Background: an optimization exercise with open tools, aiming at small area and a short achievable clock period. Do not read the settings as production practice. Function was checked by simulation only, so behaviour that the tests miss may differ from the original.

==> flow/design.v (outline; a module is shown in full before it is edited, if it fits) <==
// module fpm_top: 864 lines
// module fpm_fa: 4 lines
// module fpm_bsel: 3 lines
// module fpm_ao22: 3 lines
// module fpm_aoi22: 3 lines
// module fpm_xor2: 3 lines
module fpm_top (
  input  logic        clk,
  input  logic        rst_n,
  input  logic [2:0]  r_mode,
  input  logic [31:0] fp_x,
  input  logic [31:0] fp_y,
  output logic [31:0] fp_z,
  output logic        ovrf,
  output logic        udrf
);
  // ...
==> flow/flow/run.sh <==
#!/bin/bash
set -euo pipefail
bash standard.sh synth > synth.log 2>&1
bash standard.sh finish SETUP_SLACK_MARGIN=6 > layout.log 2>&1
==> flow/standard.sh <==
#!/bin/bash
# synth_recipe.tcl (not shown) runs the flow's synth.tcl, then flattens the netlist and writes it again
# the make line also repeats each setting of config.mk as NAME=value (left out here)
make -C /OpenROAD-flow-scripts/flow DESIGN_CONFIG=/design/flow/config.mk WORK_HOME=/design/flow/orfs CLKGATE_MAP_FILE= SYNTH_SCRIPT=/design/flow/synth_recipe.tcl "${@:-finish}"
==> flow/config.mk <==
export PLATFORM = sky130hd
export DESIGN_NAME = fpm_top
export DESIGN_NICKNAME = fpm_top
export VERILOG_FILES = /design/flow/design.v
export SDC_FILE = /design/flow/constraint.sdc
export NUM_CORES = 4
export LEC_CHECK = 0
export CAP_MARGIN = 20
export CORE_MARGIN = 2
export CORE_UTILIZATION = 40
export SLEW_MARGIN = 20
export SYNTH_HIERARCHICAL = 1
==> flow/constraint.sdc <==
create_clock -name core_clock -period 12.5 [get_ports {clk}]
set_input_delay 2.5000 -clock core_clock [delete_from_list [all_inputs] [get_ports {clk}]]
set_output_delay 2.5000 -clock core_clock [all_outputs]
set_load 0.01 [all_outputs]
==> results.py, run 1 <==
metrics = {
    "outcome": {
        "outcome": "no timing/DRC/antenna violations",
    },
    "timing": {
        "fin_ws_ns": 6.29,
        "hold_slack_ns": 0.328,
        "tightest_slew_ns": 0.635,
    },
    "setup_path": {
        "r2r_start": "fy_q[9]",
        "cp.depth": 12,
        "setup.worst_path.start": "p_q[8]",
        "arrival_ns": 3.71,
        "cp_max_fo": 16,
    },
    "clock_network": {
        "numClockSinks": 125,
        "cts_tree": "built",
        "htreeDepth": 4,
        "cts_resized": 20,
        "cts_root_buf": "clkbuf_16",
        "clkSlewWorstSetupHoldPaths_ns": 0.06,
    },
    "finish": {
        "area_growth_pct": 17.6,
        "fin_util_pct": 47.8,
        "final_nets": 2257,
        "reg_top3": "p_q (26), fy_q (23)",
        "largest_reg_flops": 26,
        "multi_input_area_share_pct": 71.4,
    },
    "logic_synthesis": {
        "synth_top_cell_by_area": "fa_1",
        "async_flop_share_pct": 0,
        "ys.warnings.count": 7,
        "yosysMostFrequentCell": "xor2_1",
    },
    "floorplan": {
        "die_h_um": 214,
    },
    "placed_design": {
        "place_congestion": 0.894,
    },
    "detailed_routing": {
        "maxUsedRoutingLayer": "met4",
    },
    "grt": {
        "grt_max_degree": 50,
    },
    "hold_path": {
        "hold_depth": 0,
    },
}
==> run 2, diff against run 1 <==
==> flow/flow/run.sh (replaced) <==
#!/bin/bash
set -euo pipefail
bash standard.sh synth > synth.log 2>&1
bash standard.sh finish SETUP_SLACK_MARGIN=7 > layout.log 2>&1
==> results.py, run 2 <==
metrics = {
    "outcome": {
        "outcome": "no timing/DRC/antenna violations",
    },
    "logic_synthesis": {
        "synth.area.top_cells": "fa_1 30%, xor2_1 15%, dfxtp_1 14%",
        "yosys-top-cells-count": "307 x xor2_1, 265 x fa_1, 244 x a22o_1",
        "synth_seq_cells": 125,
        "seq_area_frac_synth_pct": 14.2,
        "netlist_area_sq_mm": 0.0176,
        "synthFlopType": "dfxtp_1",
        "ys.warnings.count": 7,
        "yosysMostFrequentCell": "xor2_1",
        "async_flop_share_pct": 0,
        "synth.distinct_cells": 59,
        "syn_area_per_cell_sq_um": 10.6,
        "syn_inst": 1653,
        "synth_top_cell_by_area": "fa_1",
        "syn-num-nets": 2094,
        "yosysTopAreaCellShare_pct": 30.2,
        "synth_edf_count": 0,
    },
    "timing": {
        "skew_ns": 0.00918,
        "tightest_slew_ns": 0.916,
        "rsz0062_at_grt": "true",
        "max_freq_mhz": 171,
        "relSlewSlack_pct": 38.4,
        "fin_ws_ns": 6.66,
        "finalCritPeriodShare_pct": 46.7,
        "period_minus_slack_ns": 5.84,
        "setup_tns_ns": 0,
        "finalHoldViolCount": 0,
        "setup_viol": 0,
        "slew_viol_final": 0,
    },
    "clock_network": {
        "cts_tree": "built",
        "cts_buffer_depth": 2,
        "cts_buffers": 17,
        "insertion_delay_ns": 0.44,
        "clkSlewWorstSetupHoldPaths_ns": 0.06,
        "cts_root_buf": "clkbuf_16",
        "numClockSinks": 125,
        "cts_hold_buf": 0,
        "htreeDepth": 4,
    },
    "floorplan": {
        "die_area_sq_mm": 0.0456,
        "die_h_um": 214,
        "fp.coreArea_sq_mm": 0.0433,
        "rows": 76,
        "ios": 103,
        "initial_utilization_pct": 40.6,
        "fp.dieW_um": 214,
    },
    "setup_path": {
        "critPathBufInv": 4,
        "cp_slowest_stage_delay_ns": 0.56,
        "arrival_ns": 6.21,
        "crit_chain": "a22o_1 > xor2_1 > fa_1 > fa_2 > fa_2 > fa_1 > ha_2 > ha_4 > inv_2 > ha_4 > a21o_1 > a21oi_1 > o21ai_1 > a221o_1 > o41ai_4 > buf_4 > o22ai_4 > buf_6 > buf_6 > a311o_1 > a21oi_2 > nor2b_1 > nor2_1 > xnor2_1",
        "worstSetupStartpointType": "flop",
        "cp-end-kind": "flop",
        "required_ns": 12.87,
        "crit_family": "adder cells",
        "cp_max_fo": 14,
        "crit_type": "reg2reg",
        "slowest_stage": "fa_2",
    },
    "grt": {
        "grt_usage_pct": 27.8,
        "grt-ovfl-total": 0,
        "grt_max_degree": 50,
        "grt_pass1_vias": 15900,
        "grt_pass1_wl_um": 94500,
        "antenna_found_initial": 1,
    },
    "detailed_routing": {
        "wl_um": 61900,
        "post_drt_wl_per_cell_um": 24.4,
        "first_iter_violations": 1373,
        "firstDrtPassIters": 5,
        "via_per_inst": 5.90,
        "final_antenna_net_count": 0,
        "drc": 0,
        "vias": 15000,
    },
    "finish": {
        "n_fill_cell": 3810,
        "stdcell_count": 2542,
        "largest_register": "p_q",
        "multi_input_area_sq_mm": 0.0153,
        "final_nets": 2386,
        "area_growth_pct": 27.1,
        "antenna_cells": 0,
        "final_common_cell": "xor2_1",
        "reg_top3": "p_q (26), fy_q (23)",
        "seq_area_sq_mm": 0.00271,
        "largest_reg_flops": 26,
        "fin_util_pct": 51.7,
        "drive_gt1_share_pct": 22.2,
        "layout_common_cells": "301 x xor2_1, 244 x a22o_1, 242 x fa_1, 125 x buf_4, 97 x ha_1",
        "stdcell_area_sq_mm": 0.0224,
    },
    "placed_design": {
        "place_congestion": 0.867,
        "dp_hpwl_um": 36600,
        "dpl_cell_area_sq_mm": 0.0195,
        "dpl.cell_count": 2337,
        "place_worst_setup_slack_ns": 6.04,
        "numPortBuffers": 102,
    },
    "run": {
        "cap_violations": 0,
    },
    "hold_path": {
        "hold_path.class": "reg2reg",
    },
}
-- run 2: cell counts after synthesis --
No cell type changed its count.
-- run 2: area by class of cell --
class	instances	share of cell area, %
clock buffers	19	2.13
clock inverters	12	0.582
inverters	88	1.48
multi-input cells	1429	68.5
flip-flops and latches	125	12.1
well taps	585	3.27
repair buffers	284	11.9
-- run 2: per-module statistics from Yosys, one instance, submodules excluded --
module     flops+latches  cells
fpm_top              125    884
fpm_xor2               0      1
fpm_ao22               0      1
fpm_aoi22              0      1
fpm_fa                 0      1
-- run 2: routing by layer --
metal,global-route usage (%),part of all wire [%],wire length [um],vias to the layer above
met3,6.50,9.2,5720,178
met1,36.2,40,25000,7559
met2,43.5,45,28000,796
li1,-,-,-,6457
met5,0,0,0,-
met4,13.8,5.2,3230,0
-- run 2: final timing paths --
| kind | startpoint | to | slack, ns | cells after the start |
|---|---|---|---|---|
| min | rdir_q | rdir2_q | 0.33 | 0 |
| max | fy_q[6] | p_q[13] | 6.66 | 24 |
| min reg2reg | rdir_q | rdir2_q | 0.33 | 0 |
| max reg2reg | fy_q[6] | p_q[13] | 6.66 | 24 |
-- run 2: what timing repair did --
action | in CTS | in global routing
gates cloned | 2 | 1
pin swaps | 41 | 45
endpoints found under the hold margin | 0 | 0
gates resized for setup | 178 | 95
endpoints found under the setup margin | 56 | 55
buffers inserted | 139 | 32
-- run 2: metrics by stage --
| stage | hold WS [ns] |
|---|---|
| 2_1_floorplan | 0.310 |
| 3_3_place_gp | 0.321 |
| 3_5_place_dp | 0.316 |
| 4_1_cts | 0.331 |
| 5_1_grt | 0.333 |
| 6_report | 0.328 |
-- run 2: kinds of logic (layout without fill, tap and decap cells) --
family                   Yosys count  in the layout  synth area share, %
multiplexers                       1              1               0.0569
AND/OR/NAND/NOR                  269            272                 7.67
buffers and inverters            102            403                 2.22
AO/OA/AOI/OAI                    402            402                 19.0
adder cells (fa/ha/maj)          372            372                 37.8
XOR/XNOR                         382            382                 19.0
flip-flops                       125            125                 14.2
-- run 2: worst reg2reg max path: stages, from the launching register on --
cell     delay [ns]
dfxtp_4        0.43
a22o_1         0.25
xor2_1         0.16
fa_1           0.48
fa_2           0.56
fa_2           0.46
fa_1           0.41
ha_2           0.21
ha_4           0.27
inv_2          0.04
ha_4           0.20
a21o_1         0.16
a21oi_1        0.14
o21ai_1        0.08
a221o_1        0.40
o41ai_4        0.21
buf_4          0.20
o22ai_4        0.11
buf_6          0.13
buf_6          0.12
a311o_1        0.27
a21oi_2        0.16
nor2b_1        0.06
nor2_1         0.13
xnor2_1        0.12

static timing again, ports no longer ideal:
No port has a modelled driver above. Below, the same layouts with a new extraction and two added sets of constraints.
Step 1: set_driving_cell puts a clkbuf_16 on clk and a buf_2 on each other input, an assumption about the parent block.
Step 2, shift: input delay + t, output delay - t, t = (earliest + latest rising clock arrival at the registers) / 2. This alone moves slack from input paths to output paths.
Slacks: ideal ports / drivers / drivers and shift; pairs: ideal ports / drivers.
run	t (ns)	setup slack, ns	latest minus earliest clock arrival (ns)
run 1	0.490	6.289 / 6.233 / 6.289	0.009 / 0.009
run 2	0.492	6.658 / 6.658 / 6.658	0.009 / 0.009
After both steps every run listed still meets setup and hold.
